What follows belongs to an exercise in optimizing a design on an open flow for small area, a short achievable clock period and few clock cycles; a production flow would make more cautious choices. Only simulation tests tie the RTL to the original design; equivalence was not proved. No activity file was given, so power comes from the tool's default toggle rates.

Setup of the previous run:
Design dpu_top, start of the top module:
module dpu_top (
    input  logic          clk,
    input  logic          rst_n,
    input  logic          cmd_valid,
    input  logic [2:0]    cmd_op,
    input  logic [7:0]    cmd_addr,
    input  logic [7:0]    cmd_data,
    output logic          cmd_ready,
    output logic          rsp_valid,
    output logic [7:0]    rsp_data,
    output logic          busy,
    output logic          done,
    output logic [1:0]    current_layer
);
    function automatic sgt(input [7:0] a, input [7:0] b);
        logic [7:0] g, l;
        logic [3:0] g1, l1;
        logic [1:0] g2, l2;
        g = a & ~b;
        l = ~a & b;
        g[7] = ~a[7] & b[7];
        l[7] = a[7] & ~b[7];
        for (int i = 0; i < 4; i++) begin
            g1[i] = g[2*i+1] | (~l[2*i+1] & g[2*i]);
            l1[i] = l[2*i+1] | (~g[2*i+1] & l[2*i]);
        end
        for (int i = 0; i < 2; i++) begin
            g2[i] = g1[2*i+1] | (~l1[2*i+1] & g1[2*i]);
            l2[i] = l1[2*i+1] | (~g1[2*i+1] & l1[2*i]);
        end
        sgt = g2[1] | (~l2[1] & g2[0]);
    endfunction
    function automatic [7:0] smax(input [7:0] a, input [7:0] b);
        smax = sgt(a, b) ? a : b;
    endfunction
    function automatic [2:0] pick4(input [7:0] a, input [7:0] b, input [7:0] c, input [7:0] d);
        logic ab, cd, ac, ad, bc, bd;
        ab = sgt(a, b);
        cd = sgt(c, d);
        ac = sgt(a, c);
        ad = sgt(a, d);
        bc = sgt(b, c);
        bd = sgt(b, d);
        pick4 = {ab ? (cd ? ac : ad) : (cd ? bc : bd), ab, cd};
    endfunction
    function automatic [7:0] sel4(input [2:0] p, input [7:0] a, input [7:0] b, input [7:0] c, input [7:0] d);
        sel4 = p[2] ? (p[1] ? a : b) : (p[0] ? c : d);
    endfunction
    localparam logic [1:0] EM_L1AB = 2'd0;
    localparam logic [1:0] EM_L2AB = 2'd1;
    localparam logic [1:0] EM_L0BA = 2'd2;
    localparam logic [1:0] EM_L2BA = 2'd3;
    localparam logic [1:0] ES_INIT = 2'd0;
    localparam logic [1:0] ES_RD   = 2'd1;
    localparam logic [1:0] ES_WAIT = 2'd2;
    localparam logic [1:0] ES_WR   = 2'd3;
  ...
Size in the first run: about 7,300 cells after synthesis, ~2,700 flip-flops, roughly 36 I/O pins, roughly 94,000 um^2 of cells after synthesis.
clock: 10.0 ns
lec_check: 0
cap_margin: 20
core_margin: 2
core_utilization: 50
cts_cluster_diameter: 80
cts_cluster_size: 28
slew_margin: 20
standard.sh (not shown) runs the stock make flow with config.mk's settings and CLKGATE_MAP_FILE= SYNTH_SCRIPT=/design/flow/synth_recipe.tcl, a recipe that flattens the netlist after the stock synthesis.
==> flow/flow/run.sh <==
#!/bin/bash
set -euo pipefail
export SETUP_SLACK_MARGIN=6.7
bash standard.sh synth > synth.log 2>&1
bash standard.sh > layout.log 2>&1
Testbench counts of the previous run, summed over its fixed seeds: cycles 8,776.
The inputs of the current run differ from those of the previous run as listed below.
--- a/flow/design.v
+++ b/flow/design.v
@@ -134,20 +134,18 @@
     logic       rt_all;
     logic [1:0] e_mode;
     logic       cp_on;          
     logic [4:0] e_o;
     logic [1:0] e_m;
     logic [1:0] e_st;
     logic       e_rv;
     logic       e_first;
     logic [7:0] acc;
-    logic [7:0] erd;            
-    logic [3:0] lay_oh;         
     wire rdy_i     = rdy_run & rdy_c;
     wire acc_cmd   = cmd_valid & rdy_i;
     wire in_wr     = (cmd_op == 3'd0);
     wire in_rd     = (cmd_op == 3'd2);
     wire in_set    = (cmd_op == 3'd3);
     wire in_all    = (cmd_op == 3'd4);
     wire in_run    = (cmd_op == 3'd1) | in_all;
     wire c_al      = (c_addr[2:0] == h[2:0]);
     wire c_wr_ok   = c_al & ((c_addr[7:5] == 3'd0) ? ~cp_on : (c_addr[3] == h[3]));
@@ -169,33 +167,34 @@
     wire e_wr_a    = e_wr & ~e_srca;
     wire e_wr_b    = e_wr & e_srca;
     wire eng_fin   = e_wr & e_last_o;
     wire [7:0] rd_a0 = ra[{c_addr[7:4], 4'd0} * 8 +: 8];
     wire [7:0] rd_a8 = ra[{c_addr[7:4], 4'd8} * 8 +: 8];
     wire [7:0] rd_a  = (c_addr[3] ^ h[3]) ? rd_a8 : rd_a0;
     wire [7:0] rd_b  = rb[c_addr[5:0] * 8 +: 8];
     always_ff @(posedge clk) begin
         rsp_data <= r_b ? rd_b : rd_a;
-        if (e_rd) erd <= r_b ? rd_b : rd_a;
     end
     logic kin_fast, kin_copy, kin_eng, kin_nop;
     logic [1:0] mode_in;
     always_comb begin
         kin_fast = in_all;
         kin_copy = 1'b0;
         kin_eng  = 1'b0;
         kin_nop  = 1'b0;
         mode_in  = EM_L1AB;
         if (!in_all) begin
-            if (lay_oh[0]) begin kin_eng = cur_bank; kin_fast = ~cur_bank; mode_in = EM_L0BA; end
-            if (lay_oh[1]) begin kin_copy = cur_bank; kin_eng = ~cur_bank; mode_in = EM_L1AB; end
-            if (lay_oh[2]) begin kin_eng = 1'b1; mode_in = cur_bank ? EM_L2BA : EM_L2AB; end
-            if (lay_oh[3]) kin_nop = 1'b1;
+            case (current_layer)
+                2'd0: begin kin_eng = cur_bank; kin_fast = ~cur_bank; mode_in = EM_L0BA; end
+                2'd1: begin kin_copy = cur_bank; kin_eng = ~cur_bank; mode_in = EM_L1AB; end
+                2'd2: begin kin_eng = 1'b1; mode_in = cur_bank ? EM_L2BA : EM_L2AB; end
+                default: kin_nop = 1'b1;
+            endcase
         end
     end
     wire run_acc   = acc_cmd & in_run;
     wire kn_align  = run_acc ? (kin_fast | kin_copy) : (k_fast | k_copy);
     wire cp_busy_n = (cp_on & ~h7) | (st_fast & rt_all & h7);
     wire go_n      = ~cp_busy_n & (~kn_align | (hn[2:0] == 3'd0));
     wire start_w   = st_wait & go_n;
     wire st_wait_n = run_acc ? ~go_n : (st_wait & ~go_n);
     wire st_fast_n = run_acc ? (go_n & kin_fast) : ((start_w & k_fast) | (st_fast & ~h7));
@@ -235,19 +234,18 @@
             rdy_c         <= 1'b0;
             rsp_valid     <= 1'b0;
             c_wr_go       <= 1'b0;
             c_rd_go       <= 1'b0;
             hw0           <= 16'd0;
             hw8           <= 2'd0;
             busy          <= 1'b0;
             done          <= 1'b0;
             current_layer <= 2'd0;
-            lay_oh        <= 4'b0001;
             cur_bank      <= 1'b0;
             r_b           <= 1'b0;
             c_valid       <= 1'b0;
             st_wait       <= 1'b0;
             st_fast       <= 1'b0;
             st_copy       <= 1'b0;
             st_eng        <= 1'b0;
             st_nop        <= 1'b0;
             k_fast        <= 1'b0;
@@ -279,20 +277,18 @@
             st_eng    <= st_eng_n;
             st_nop    <= st_nop_n;
             cp_on     <= cp_on_n;
             cur_bank  <= cur_bank_n;
             r_b       <= r_b_n;
             if (rdy_i) c_valid <= cmd_valid & (in_wr | in_rd);
             else       c_valid <= c_valid & ~c_comp;
             if (acc_cmd & in_set) current_layer <= cmd_data[1:0];
             if (acc_cmd & in_all) current_layer <= 2'd2;
-            if (acc_cmd & in_set) lay_oh <= 4'b0001 << cmd_data[1:0];
-            if (acc_cmd & in_all) lay_oh <= 4'b0100;
             if (run_acc) begin
                 k_fast <= kin_fast;
                 k_copy <= kin_copy;
                 k_eng  <= kin_eng;
                 k_nop  <= kin_nop;
                 rt_all <= in_all;
                 e_mode <= mode_in;
             end
             if (!st_eng) begin
@@ -330,19 +326,19 @@
             c_data <= cmd_data;
         end else if (st_eng) begin
             case (e_st)
                 ES_INIT: c_addr <= eng_sa(e_mode, e_o, e_m);
                 ES_RD:   if (e_rd_ok) c_addr <= e_last_m ? {3'b000, e_o} : eng_sa(e_mode, e_o, e_m + 2'd1);
                 ES_WR:   if (e_wr_ok) c_addr <= eng_sa(e_mode, e_o + 5'd1, 2'd0);
                 default: ;
             endcase
         end
-        if (e_rv) acc <= e_first ? erd : smax(acc, erd);
+        if (e_rv) acc <= e_first ? rsp_data : smax(acc, rsp_data);
     end
     wire [7:0] wa_addr = c_addr;
     wire [7:0] wa_data = st_eng ? acc : c_data;
     genvar r, k;
     generate
         for (r = 0; r < 16; r++) begin : g_ring
             wire ins0   = hw0[r] | ((r == 0) & e_wr_a & (wa_addr[3] == h[3]));
             wire ins8   = (r < 2) & (hw8[r % 2] | ((r == 0) & e_wr_a & (wa_addr[3] != h[3])));
             logic [7:0] d0, d8;
## What came out
Every stage of the flow completed for the current run, and the final layout passed the timing, DRC and antenna checks. The previous run → the current run: half-perimeter wire length of the detailed placement result neither gained nor lost much; mux share of post-synthesis cell area picked up an extra 0.28 points; multi-input combinational area share neither gained nor lost much; mean instance size in the synthesized netlist picked up an extra 0.79%. The worst setup margin in the current run sits 52 ps below the value recorded for the previous run. The current run: number of signal-net buffers in the layout 1 below the previous run. Comparing the current run with the previous run, the inverter count came out essentially unchanged. ~same register share of the cell area in the current run and the previous run. Diff the current run and the previous run: synthesized cell count higher in the previous run. The current run vs the previous run: number of antenna violations at the first check in global routing up. The share of power burned in the clock network reported for the current run is greater than that of the previous run by 0.5 points. Compared with the previous run, in the current run number of synthesized register bits dropped about 0.44%; global-route usage over all layers closely matched the old numbers; routing usage on met3 now larger.
Testbench counts of the current run, summed over its fixed seeds: cycles 8,776.

---

Setup of old:
Another version of the RTL of dpu_top (not shown whole).
Size: roughly 36 I/O pins, ~0.089 mm^2 of cells after synthesis.
Settings: LEC_CHECK=0, CAP_MARGIN=20, CORE_MARGIN=2, CORE_UTILIZATION=50, CTS_CLUSTER_DIAMETER=80, CTS_CLUSTER_SIZE=28, SLEW_MARGIN=20; clock period 10.0 ns.
==> flow/flow/run.sh <==
#!/bin/bash
set -euo pipefail
export SETUP_SLACK_MARGIN=6.4
bash standard.sh synth > synth.log 2>&1
bash standard.sh > layout.log 2>&1
Testbench counts of old, summed over its fixed seeds: cycles 8,776.
> inputs changed (old -> new)
diff --git a/flow/design.v b/flow/design.v
--- a/flow/design.v
+++ b/flow/design.v
@@ -56,37 +56,51 @@
     input  logic [7:0]    cmd_addr,
     input  logic [7:0]    cmd_data,
     output logic          cmd_ready,
     output logic          rsp_valid,
     output logic [7:0]    rsp_data,
     output logic          busy,
     output logic          done,
     output logic [1:0]    current_layer
 );
-    function automatic [7:0] smax(input [7:0] a, input [7:0] b);
+    function automatic sgt(input [7:0] a, input [7:0] b);
         logic [7:0] g, l;
         logic [3:0] g1, l1;
         logic [1:0] g2, l2;
-        logic       gt;
         g = a & ~b;
         l = ~a & b;
         g[7] = ~a[7] & b[7];
         l[7] = a[7] & ~b[7];
         for (int i = 0; i < 4; i++) begin
             g1[i] = g[2*i+1] | (~l[2*i+1] & g[2*i]);
             l1[i] = l[2*i+1] | (~g[2*i+1] & l[2*i]);
         end
         for (int i = 0; i < 2; i++) begin
             g2[i] = g1[2*i+1] | (~l1[2*i+1] & g1[2*i]);
             l2[i] = l1[2*i+1] | (~g1[2*i+1] & l1[2*i]);
         end
-        gt = g2[1] | (~l2[1] & g2[0]);
-        smax = gt ? a : b;
+        sgt = g2[1] | (~l2[1] & g2[0]);
+    endfunction
+    function automatic [7:0] smax(input [7:0] a, input [7:0] b);
+        smax = sgt(a, b) ? a : b;
+    endfunction
+    function automatic [2:0] pick4(input [7:0] a, input [7:0] b, input [7:0] c, input [7:0] d);
+        logic ab, cd, ac, ad, bc, bd;
+        ab = sgt(a, b);
+        cd = sgt(c, d);
+        ac = sgt(a, c);
+        ad = sgt(a, d);
+        bc = sgt(b, c);
+        bd = sgt(b, d);
+        pick4 = {ab ? (cd ? ac : ad) : (cd ? bc : bd), ab, cd};
+    endfunction
+    function automatic [7:0] sel4(input [2:0] p, input [7:0] a, input [7:0] b, input [7:0] c, input [7:0] d);
+        sel4 = p[2] ? (p[1] ? a : b) : (p[0] ? c : d);
     endfunction
     localparam logic [1:0] EM_L1AB = 2'd0;
     localparam logic [1:0] EM_L2AB = 2'd1;
     localparam logic [1:0] EM_L0BA = 2'd2;
     localparam logic [1:0] EM_L2BA = 2'd3;
     localparam logic [1:0] ES_INIT = 2'd0;
     localparam logic [1:0] ES_RD   = 2'd1;
     localparam logic [1:0] ES_WAIT = 2'd2;
     localparam logic [1:0] ES_WR   = 2'd3;
@@ -344,35 +358,47 @@
                     always_ff @(posedge clk) ra[(16*r + k) * 8 +: 8] <= d8;
                 end else begin : g_sh
                     always_ff @(posedge clk) ra[(16*r + k) * 8 +: 8] <= ra[(16*r + k + 1) * 8 +: 8];
                 end
             end
         end
     endgenerate
     wire fast_on = st_fast;
     logic [127:0] uo;
+    logic [127:0] mx;
+    logic [47:0]  pk_u;    
+    logic [23:0]  pk_p;    
     generate
         for (r = 0; r < 16; r++) begin : g_unit
-            wire [7:0] m0 = smax(ra[(16*r + 0) * 8 +: 8], ra[(16*r + 1) * 8 +: 8]);
-            wire [7:0] m1 = smax(ra[(16*r + 8) * 8 +: 8], ra[(16*r + 9) * 8 +: 8]);
+            always_ff @(posedge clk) begin
+                pk_u[r*3 +: 3] <= pick4(ra[(16*r + 1) * 8 +: 8], ra[(16*r + 2) * 8 +: 8],
+                                        ra[(16*r + 9) * 8 +: 8], ra[(16*r + 10) * 8 +: 8]);
+            end
+            assign mx[r*8 +: 8] = sel4(pk_u[r*3 +: 3], ra[(16*r + 0) * 8 +: 8], ra[(16*r + 1) * 8 +: 8],
+                                           ra[(16*r + 8) * 8 +: 8], ra[(16*r + 9) * 8 +: 8]);
             if (r < 8) begin : g_byp
-                assign uo[r*8 +: 8] = st_eng ? acc : smax(m0, m1);
+                assign uo[r*8 +: 8] = st_eng ? acc : mx[r*8 +: 8];
             end else begin : g_nobyp
-                assign uo[r*8 +: 8] = smax(m0, m1);
+                assign uo[r*8 +: 8] = mx[r*8 +: 8];
             end
         end
     endgenerate
     logic [63:0] p2;
     generate
         for (r = 0; r < 8; r++) begin : g_p2
             localparam int BASE = 32 + 16 * (r / 4) + 8 * ((r / 2) % 2) + 2 * (r % 2);
-            assign p2[r*8 +: 8] = smax(smax(rb[(BASE + 0) * 8 +: 8], rb[(BASE + 1) * 8 +: 8]),
-                                       smax(rb[(BASE + 4) * 8 +: 8], rb[(BASE + 5) * 8 +: 8]));
+            localparam int RING = 8 + 4 * (r / 4) + 2 * ((r / 2) % 2);
+            always_ff @(posedge clk) begin
+                pk_p[r*3 +: 3] <= pick4(rb[(BASE + 0) * 8 +: 8], mx[RING * 8 +: 8],
+                                        rb[(BASE + 4) * 8 +: 8], mx[(RING + 1) * 8 +: 8]);
+            end
+            assign p2[r*8 +: 8] = sel4(pk_p[r*3 +: 3], rb[(BASE + 0) * 8 +: 8], rb[(BASE + 1) * 8 +: 8],
+                                           rb[(BASE + 4) * 8 +: 8], rb[(BASE + 5) * 8 +: 8]);
         end
     endgenerate
     genvar b;
     generate
         for (b = 0; b < 64; b++) begin : g_b
             wire en_fast = fast_on & ~h[0] & (h[2:1] == b % 4) & ~(rt_all & (b < 8));
             wire en_p2   = fast_on & rt_all & (b < 8) & (h[1:0] == 2'b11) & (h[2] == b % 2);
             wire en_eng  = e_wr_b & (c_addr[5:0] == b);
             wire [7:0] d = ((b < 8) & rt_all) ? p2[(b % 8) * 8 +: 8] : uo[(b / 4) * 8 +: 8];
## What came out
The complex-gate fraction of the synthesized area on new is in line with that on old. Diff new..old | final count of negative-setup-slack endpoints | unchanged. Flip-flop and latch count after synthesis, new and old: smaller value in old. new vs. old: fmax saw an increase; share of the clock period used by the worst path after layout went down; met2 layer usage reported by global route went down by 0.89 points; power density of the placed cells now smaller. Final wirelength (new over old): increase, 1.4%. From old to new the numbers moved as follows: post-route non-filler standard cell count increased 329, met1 demand-to-capacity share in global routing went down 0.87 points, register share of total power went up 4.1 points, flip-flop and latch count has increased, via count +1012. Against old, the final cell area of new is lower.
Testbench counts of new, summed over its fixed seeds: cycles 8,776.

==> what the ideal ports hide <==
Ports are ideal in the flow. The routed layouts listed here were re-timed in OpenROAD. Step 1, drivers: a clkbuf_16 drives clk and a buf_2 each remaining input, both assumed. Step 2 also shifts input and output timing later by t, the mid clock arrival at the registers, as if the neighbouring blocks saw the same clock. Slacks: ideal ports / drivers / drivers and shift; pairs: ideal ports / drivers.
run | t (ns) | setup WS [ns] | clock arrival spread, ns | pins driven straight from the clock port
the previous run | 0.907 | 6.610 / 6.522 / 5.839 | 0.048 / 0.048 | 1
the current run | 0.904 | 6.558 / 6.474 / 5.781 | 0.052 / 0.052 | 1
old | 0.919 | 6.163 / 6.163 / 5.596 | 0.069 / 0.069 | 1
new | 0.909 | 6.404 / 6.311 / 5.650 | 0.042 / 0.042 | 1
After both steps every run listed still meets setup and hold. The setup slack of the current run, which loses most, moves by -0.084 ns with the drivers and by -0.777 ns with both steps.
